What follows belongs to an exercise in optimizing a design on an open flow for small area, a short achievable clock period and few clock cycles; a production flow would make more cautious choices.
Only simulation tests tie the RTL to the original design; equivalence was not proved.

## minimal_standard_lcg_stream
module minimal_standard_lcg_stream #(
	parameter int unsigned MAX_DIM = mslcg_pkg::MAX_DIM_DEF
) (
	input  logic                              clk,
	input  logic                              arst_n,
	input  logic                              cfg_valid,
	output logic                              cfg_ready,
	input  logic [mslcg_pkg::CFG_IDX_W-1:0]   cfg_index,
	input  logic [mslcg_pkg::CFG_DATA_W-1:0]  cfg_data,
	input  logic                              req_valid,
	output logic                              req_ready,
	input  logic [mslcg_pkg::CMD_W-1:0]       req_cmd,
	input  logic [mslcg_pkg::PATHS_W-1:0]     req_skip_paths,
	output logic                              rsp_valid,
	input  logic                              rsp_ready,
	output logic [mslcg_pkg::STATE_W-1:0]     rsp_sample,
	output logic                              rsp_last
);
	localparam int unsigned STATE_W = mslcg_pkg::STATE_W;
	localparam int unsigned DIM_W   = mslcg_pkg::DIM_W;
	localparam int unsigned PATHS_W = mslcg_pkg::PATHS_W;
	function automatic logic [4:0] skip_digit(input logic [4:0] k, input logic [2:0] d);
		case ({k, d})
			{5'd0, 3'd0}: skip_digit = 5'h00;
			{5'd0, 3'd1}: skip_digit = 5'h00;
			{5'd0, 3'd2}: skip_digit = 5'h00;
			{5'd0, 3'd3}: skip_digit = 5'h00;
			{5'd0, 3'd4}: skip_digit = 5'h10;
			{5'd0, 3'd5}: skip_digit = 5'h0f;
			{5'd0, 3'd6}: skip_digit = 5'h09;
  ...
Size in the first run: about 1,600 cells after synthesis, roughly 97 I/O pins, ~0.014 mm² of cells after synthesis.
Settings: LEC_CHECK=0, CAP_MARGIN=20, CORE_MARGIN=2, CORE_UTILIZATION=40, SETUP_SLACK_MARGIN=3.0, SLEW_MARGIN=20; clock period 8.0 ns.
run.sh (not shown) runs the stock make flow with config.mk's settings and CLKGATE_MAP_FILE= SYNTH_SCRIPT=/design/flow/synth_recipe.tcl, a recipe that flattens the netlist after the stock synthesis.
Testbench counts at the start, summed over its fixed seeds: cycles 10,098.
Change:
- SETUP_SLACK_MARGIN: 3.0 -> default
=> Clock-buffer cell count is higher by 4. Wire length is lower by 13%. Flip-flop and latch count is unchanged. Critical path depth climbs by 2. First-iteration DRC count went down by 4.4%. Core utilization decreases by 8.1 points. Synthesized area is unchanged. Global-route usage came out lower by 2.6 points.
Change:
- CORE_UTILIZATION: 40 -> 65
- SETUP_SLACK_MARGIN: default -> 2.0
Synthesized area is unchanged.
Hold slack improved by 0.0041 ns.
Synthesized cell count is unchanged.
Global-route usage grows by 13 points.
Maximum frequency grows by roughly a tenth.
Clock-buffer cell count shrinks by 7.
Die area shrinks by well over a third.

* * *

Setup of v6:
minimal_standard_lcg_stream, a different RTL version from the one above (not shown whole).
For scale: ~1700 cells after synthesis, ~150 flip-flops.
export LEC_CHECK = 0
export CAP_MARGIN = 20
export CORE_MARGIN = 2
export CORE_UTILIZATION = 45
export CTS_BUF_LIST = sky130_fd_sc_hd__clkbuf_4 sky130_fd_sc_hd__clkbuf_8
export PLACE_DENSITY = 0.75
export SETUP_SLACK_MARGIN = 3.0
export SLEW_MARGIN = 20
create_clock -name core_clock -period 8.0 [get_ports {clk}]
standard.sh (not shown) runs the stock make flow with config.mk's settings and CLKGATE_MAP_FILE= SYNTH_SCRIPT=/design/flow/synth_recipe.tcl, a recipe that flattens the netlist after the stock synthesis.
==> flow/flow/run.sh <==
#!/bin/bash
# The standard layout (standard.sh: the standard flow's synthesis and ORFS from floorplan to finish), with
# one change: the port buffers that global placement inserts are buf_1 cells instead of the
# cell buffer_ports picks by itself (clkdlybuf4s50_1, a delay cell of 10 um2).
set -e
export BUFFER_PORTS_ARGS="-buffer_cell sky130_fd_sc_hd__buf_1"
bash standard.sh > standard.log 2>&1
Testbench counts of v6, summed over its fixed seeds: cycles 9,787.
Relative to v6, the following input files were edited for v7:
- CTS_CLUSTER_DIAMETER now 100, previously not set
- PLACE_DENSITY no longer set, was 0.75
- CTS_CLUSTER_SIZE now 30, previously not set
### Flow results
- Compared to v6, v7 has detailed-routed wire length on met3 about 20% lower.
- Diff v7 and v6: final critical-path share of the clock period higher in v6
- Lower minimum setup slack in the final design goes to v6 over v7.
- The worst-case setup slack after placement in v7 was lower than what v6 gave.
- For v7, the endpoint of the worst setup timing path was x_q[24], unlike v6, where it was x_q[8].
- Run comparison: v6 launch point of the critical path mul_q; v7 launch point of the critical path x_q[15]
- v7 ended with less area growth from synthesis to final layout than v6.

* * *

== lane 1 ==
minimal_standard_lcg_stream again, from the RTL that the note above started with.
## minimal_standard_lcg_stream
module minimal_standard_lcg_stream #(
	parameter int unsigned MAX_DIM = mslcg_pkg::MAX_DIM_DEF
) (
	input  logic                              clk,
	input  logic                              arst_n,
	input  logic                              cfg_valid,
	output logic                              cfg_ready,
	input  logic [mslcg_pkg::CFG_IDX_W-1:0]   cfg_index,
	input  logic [mslcg_pkg::CFG_DATA_W-1:0]  cfg_data,
	input  logic                              req_valid,
	output logic                              req_ready,
	input  logic [mslcg_pkg::CMD_W-1:0]       req_cmd,
	input  logic [mslcg_pkg::PATHS_W-1:0]     req_skip_paths,
	output logic                              rsp_valid,
	input  logic                              rsp_ready,
	output logic [mslcg_pkg::STATE_W-1:0]     rsp_sample,
	output logic                              rsp_last
);
Settings: LEC_CHECK=0, CAP_MARGIN=20, CORE_MARGIN=2, CORE_UTILIZATION=55, SETUP_SLACK_MARGIN=3.5, SLEW_MARGIN=20; clock period 8.0 ns.
run.sh (not shown) runs the stock make flow with config.mk's settings and CLKGATE_MAP_FILE= SYNTH_SCRIPT=/design/flow/synth_recipe.tcl, a recipe that flattens the netlist after the stock synthesis.
Stock flow here: none of the scripts above is used.
Lane 1 closes out successfully: all stages finished, all timing, DRC and antenna checks passed.
Testbench counts of lane 1, summed over its fixed seeds: cycles 9,787.
Input-level comparison between lane 2 and lane 1:
- SETUP_SLACK_MARGIN changed from 3.5 to 3.0
- GPL_ROUTABILITY_DRIVEN newly set to 0
- CTS_BUF_LIST newly set to sky130_fd_sc_hd__clkbuf_4 sky130_fd_sc_hd__clkbuf_8
- CORE_UTILIZATION changed from 55 to 50
==> flow/flow/run.sh (new file) <==
#!/bin/bash
# The standard layout (standard.sh: the standard flow's synthesis and ORFS from floorplan to finish), with
# one change: the port buffers that global placement inserts are buf_1 cells instead of the
# cell buffer_ports picks by itself (clkdlybuf4s50_1, a delay cell of 10 um2).
set -e
export BUFFER_PORTS_ARGS="-buffer_cell sky130_fd_sc_hd__buf_1"
bash standard.sh > standard.log 2>&1
==> flow/standard.sh (new file) <==
#!/bin/bash
# synth_recipe.tcl (not shown) runs the flow's synth.tcl, then flattens the netlist and writes it again
# the make line also repeats each setting of config.mk as NAME=value (left out here)
make -C /OpenROAD-flow-scripts/flow DESIGN_CONFIG=/design/flow/config.mk WORK_HOME=/design/flow/orfs CLKGATE_MAP_FILE= SYNTH_SCRIPT=/design/flow/synth_recipe.tcl "${@:-finish}"
removed: flow/run.sh
--- outcome ---
Multi-input combinational area share in lane 2 vs lane 1: up 1.8 points. Final-report hold violation count: lane 2 vs lane 1 identical. In lane 2 the initial standard-cell utilization of the core turned out 5.2 points lower than in lane 1. Between lane 2 and lane 1, the design area is higher for lane 1. Summary: with lane 1 as the reference, die extent in x in lane 2 moved up by a few percent.
--- input diff lane 2..lane 3 ---
- CTS_BUF_LIST no longer set, was sky130_fd_sc_hd__clkbuf_4 sky130_fd_sc_hd__clkbuf_8
- GPL_ROUTABILITY_DRIVEN no longer set, was 0
- SETUP_SLACK_MARGIN now 3.25, was 3.0
- CORE_UTILIZATION now 55, was 50
==> notes.md <==
- Both conditions hold for lane 3: the flow ran to the end and the final layout passed the timing, design-rule and antenna checks.
- The multi-input logic cell count was comparable across lane 3 and lane 2.
- In lane 3, the horizontal die dimension came out 4.5% below the value in lane 2.
- On lane 3: final period utilization is 3.5 points lower than what lane 2 gave.
- Diff lane 3..lane 2 | portion of the post-synthesis area used by sequential elements | unchanged
- The number of cells on the worst reg-to-reg path reported for lane 3 is smaller than that of lane 2 by 2.
- Comparing lane 3 and lane 2, number of non-filler instances in the completed layout is higher on lane 2.
- From lane 3 to lane 2, compound-cell area share of the yosys netlist did not move at all.
- Looking at largest net degree at the start of global routing, lane 3 sits 6.3% lower than lane 2 does.
- Lane 2 -> lane 3: final-report hold violation count flat
- Going from lane 2 to lane 3, number of tap cells added at floorplan went down; share of the core filled with cells in the final layout went up.
Relative to lane 3, the following input files were edited for lane 4:
- SETUP_SLACK_MARGIN changed from 3.25 to 3.0
==> flow/run.sh (new file) <==
#!/bin/bash
# synth_recipe.tcl (not shown) runs the flow's synth.tcl, then flattens the netlist and writes it again
# the make line also repeats each setting of config.mk as NAME=value (left out here)
make -C /OpenROAD-flow-scripts/flow DESIGN_CONFIG=/design/flow/config.mk WORK_HOME=/design/flow/orfs CLKGATE_MAP_FILE= SYNTH_SCRIPT=/design/flow/synth_recipe.tcl finish
removed: flow/flow/run.sh
removed: flow/standard.sh
### Flow results
The clock-buffer cell count in lane 4 sits 1 below the value recorded for lane 3.
Measured against each other, lane 3 and lane 4 differ in critical path buffer and inverter count, the lower figure coming from lane 3.
Lane 4 vs. lane 3: met3 global-route usage went down, cell area now smaller, met1 track demand over resource -0.53 points, layout buffer count excluding clock buffers now sits lower, share of the clock period used by the worst path after layout climbed 3.1 points.
[diff] total half-perimeter wirelength after legalization and detailed placement, lane 4 relative to lane 3: regression
Lane 4 vs. lane 3: signed area change from the synthesized netlist to the final layout has decreased.

* * *

Setup of amber:
Starting RTL as in the previous note.
clock: 8.0 ns
lec_check: 0
cap_margin: 20
core_margin: 2
core_utilization: 55
cts_buf_list: sky130_fd_sc_hd__clkbuf_4 sky130_fd_sc_hd__clkbuf_8
setup_slack_margin: 3.0
slew_margin: 20
standard.sh (not shown) runs the stock make flow with config.mk's settings and CLKGATE_MAP_FILE= SYNTH_SCRIPT=/design/flow/synth_recipe.tcl, a recipe that flattens the netlist after the stock synthesis.
==> flow/flow/run.sh <==
#!/bin/bash
# The standard layout (standard.sh: the standard flow's synthesis and ORFS from floorplan to finish), with
# one change: the port buffers that global placement inserts are buf_1 cells instead of the
# cell buffer_ports picks by itself (clkdlybuf4s50_1, a delay cell of 10 um2).
set -e
export BUFFER_PORTS_ARGS="-buffer_cell sky130_fd_sc_hd__buf_1"
bash standard.sh > standard.log 2>&1
Testbench counts of amber, summed over its fixed seeds: cycles 9,787.
## Diff of input files: quartz against amber
- swapping 55 for 45 in CORE_UTILIZATION
- putting GPL_ROUTABILITY_DRIVEN at 0 where nothing was set
[summary]
- amber -> quartz: worst hold slack flat
- Re proportion of final cell area spent on non-clock buffers: quartz is 0.22 points down on amber.
- quartz against amber: via count fell by 2.5%, global-route wire length before repair -about 5.4%.
- Higher global routing usage on met2 goes to amber over quartz.
- Diff amber -> quartz | number of gates resized after CTS | decrease of 52
- Against amber, quartz reports a maximum number of pins on one net before global-route repair that is higher.
- NOTE: post-synthesis to final-layout area growth in quartz falls short of that of amber

* * *

== north ==
minimal_standard_lcg_stream again, from the RTL that the note above started with.
clock: 8.0 ns
lec_check: 0
cap_margin: 20
core_margin: 2
core_utilization: 55
setup_slack_margin: 3.0
slew_margin: 20
Scripts as last shown in full above: flow/flow/run.sh
north completed end to end with timing, DRC and antenna clean.
Testbench counts of north, summed over its fixed seeds: cycles 9,787.
### north -> south
diff --git a/flow/config.mk b/flow/config.mk
--- a/flow/config.mk
+++ b/flow/config.mk
@@ -10,2 +10,3 @@
-export CORE_UTILIZATION = 55
-export SETUP_SLACK_MARGIN = 3.0
+export CORE_UTILIZATION = 45
+export CTS_BUF_LIST = sky130_fd_sc_hd__clkbuf_4 sky130_fd_sc_hd__clkbuf_8
+export SETUP_SLACK_MARGIN = 2.75
==> notes.md <==
Looking at maximum frequency, south sits about 4.5% below north.
On routed metal-1 wire length: south sits above north.
The lower data arrival time of the worst path of north and south is in north.
Relative to north, the final instance area measured on south has decreased by a few percent.
Going from north to south, growth of design area from synthesis to finish saw a decrease, clock network contribution to total cell area saw a decrease.
Non-filler instance count after layout (lower): north
Note that the number of non-clock buffers recorded for south amounts to 0.906 times the value seen in north.
diff inputs: south => east
diff --git a/flow/config.mk b/flow/config.mk
--- a/flow/config.mk
+++ b/flow/config.mk
@@ -12 +12,2 @@
-export SETUP_SLACK_MARGIN = 2.75
+export PLACE_DENSITY = 0.45
+export SETUP_SLACK_MARGIN = 3.0
- east vs south: sequential share of layout area down
- Time the final worst path needs with I/O delays and setup on east is ahead of south.
- On cell area reported after detailed placement, south and east are basically level.
- On die area, east tracks south almost exactly.
- On number of non-filler instances in the completed layout, south and east are basically level.
- Compared with south, east shows a post-route worst setup slack that is 0.28 ns higher.
For west, these inputs were changed with respect to east:
diff --git a/flow/config.mk b/flow/config.mk
--- a/flow/config.mk
+++ b/flow/config.mk
@@ -10 +10 @@
-export CORE_UTILIZATION = 45
+export CORE_UTILIZATION = 55
@@ -12,2 +12 @@
-export PLACE_DENSITY = 0.45
-export SETUP_SLACK_MARGIN = 3.0
+export SETUP_SLACK_MARGIN = 2.75
Results
In west, the layout filler cell count came out 25% below the value in east.
After detailed routing, east needs more wire than west.
[compare] base=east new=west: number of placement rows has decreased.
Per the comparison of west with east, area growth from synthesis to layout shrank by 6.0 points; latest clock arrival within the worst-skew pair dropped 0.02 ns; number of buffers other than clock buffers in the final layout decreased by 12 relative to the old numbers.

* * *

Starting RTL as in the previous note.
==> flow/config.mk <==
export PLATFORM = sky130hd
export DESIGN_NAME = minimal_standard_lcg_stream
export DESIGN_NICKNAME = minimal_standard_lcg_stream
export VERILOG_FILES = /design/flow/design.v
export SDC_FILE = /design/flow/constraint.sdc
export NUM_CORES = 4
export LEC_CHECK = 0
export CAP_MARGIN = 20
export CORE_MARGIN = 2
export CORE_UTILIZATION = 55
export CTS_BUF_LIST = sky130_fd_sc_hd__clkbuf_4 sky130_fd_sc_hd__clkbuf_8
export SETUP_SLACK_MARGIN = 3.25
export SLEW_MARGIN = 20
export TNS_END_PERCENT = 10
==> flow/constraint.sdc <==
create_clock -name core_clock -period 8.0 [get_ports {clk}]
set_input_delay 1.6000 -clock core_clock [delete_from_list [all_inputs] [get_ports {clk}]]
set_output_delay 1.6000 -clock core_clock [all_outputs]
set_load 0.01 [all_outputs]
Scripts as last shown in full above: flow/flow/run.sh
Testbench counts at the start, summed over its fixed seeds: cycles 9,787.
Edit:
--- a/flow/config.mk
+++ b/flow/config.mk
@@ -8,7 +8,6 @@
 export CAP_MARGIN = 20
 export CORE_MARGIN = 2
-export CORE_UTILIZATION = 55
+export CORE_UTILIZATION = 45
 export CTS_BUF_LIST = sky130_fd_sc_hd__clkbuf_4 sky130_fd_sc_hd__clkbuf_8
-export SETUP_SLACK_MARGIN = 3.25
+export SETUP_SLACK_MARGIN = 3.0
 export SLEW_MARGIN = 20
-export TNS_END_PERCENT = 10
What happened:
- The changed run ran to the end with no violations
- final area drops by 4.1%
- wire length climbs by 2.1%
- clock-buffer cell count is unchanged
- hold slack got worse by 0.0076 ns
- non-clock buffer count drops by 22
- utilization drops by 14 points
- clock skew barely changes
Edit:
==> flow/run.sh (new file) <==
#!/bin/bash
# synth_recipe.tcl (not shown) runs the flow's synth.tcl, then flattens the netlist and writes it again
# the make line also repeats each setting of config.mk as NAME=value (left out here)
make -C /OpenROAD-flow-scripts/flow DESIGN_CONFIG=/design/flow/config.mk WORK_HOME=/design/flow/orfs CLKGATE_MAP_FILE= SYNTH_SCRIPT=/design/flow/synth_recipe.tcl finish
--- a/flow/config.mk
+++ b/flow/config.mk
@@ -8,6 +8,5 @@
 export CAP_MARGIN = 20
 export CORE_MARGIN = 2
-export CORE_UTILIZATION = 45
-export CTS_BUF_LIST = sky130_fd_sc_hd__clkbuf_4 sky130_fd_sc_hd__clkbuf_8
-export SETUP_SLACK_MARGIN = 3.0
+export CORE_UTILIZATION = 55
+export SETUP_SLACK_MARGIN = 2.5
 export SLEW_MARGIN = 20
removed: flow/flow/run.sh
removed: flow/standard.sh
What happened: Non-clock buffer count decreases by 14; design area decreases slightly; via count hardly moves; area after synthesis is unchanged; sequential share of layout area barely changes.

[re-timing with driven ports]
In the flow no input, the clock included, has a driving cell. The finished layouts below were timed again as built, in two steps.
Step 1, drivers: a clkbuf_16 drives clk and a buf_2 each remaining input, both assumed.
Step 2 moves the port delays by t, midway between the first and last clock arrival at a register: inputs arrive t later, outputs are due t later. That takes back most of the time a late clock gives input paths.
a / b / c = no drivers / after step 1 / after step 2; a / b = the first two.
run | t, ns | setup WS [ns] | worst slew at a driven data input, ns
the first run of note 1 | 0.483 | 2.485 / 2.485 / 2.485 | 0.04
the second run of note 1 | 0.480 | 1.447 / 1.447 / 1.447 | 0.04
the third run of note 1 | 0.480 | 2.160 / 2.160 / 2.160 | 0.04
v6 | 0.495 | 2.964 / 2.964 / 2.790 | 0.07
v7 | 0.511 | 3.009 / 3.009 / 2.825 | 0.03
lane 1 | 0.472 | 3.244 / 3.244 / 3.199 | 0.04
lane 2 | 0.513 | 2.964 / 2.964 / 2.839 | 0.04
lane 3 | 0.473 | 3.243 / 3.243 / 3.152 | 0.05
lane 4 | 0.480 | 2.996 / 2.996 / 2.907 | 0.05
amber | 0.502 | 2.967 / 2.967 / 2.842 | 0.04
quartz | 0.510 | 2.993 / 2.993 / 2.921 | 0.05
north | 0.477 | 2.968 / 2.968 / 2.922 | 0.04
south | 0.510 | 2.732 / 2.732 / 2.732 | 0.03
east | 0.523 | 3.015 / 3.015 / 2.819 | 0.05
west | 0.502 | 2.763 / 2.763 / 2.763 | 0.05
the first run of note 6 | 0.501 | 3.087 / 3.087 / 3.087 | 0.05
the second run of note 6 | 0.511 | 3.009 / 3.009 / 2.825 | 0.03
the third run of note 6 | 0.479 | 2.516 / 2.516 / 2.504 | 0.05
After both steps setup and hold are still met in every run listed. The setup slack of east, which loses most, moves by 0.000 ns with the drivers and by -0.196 ns with both steps.
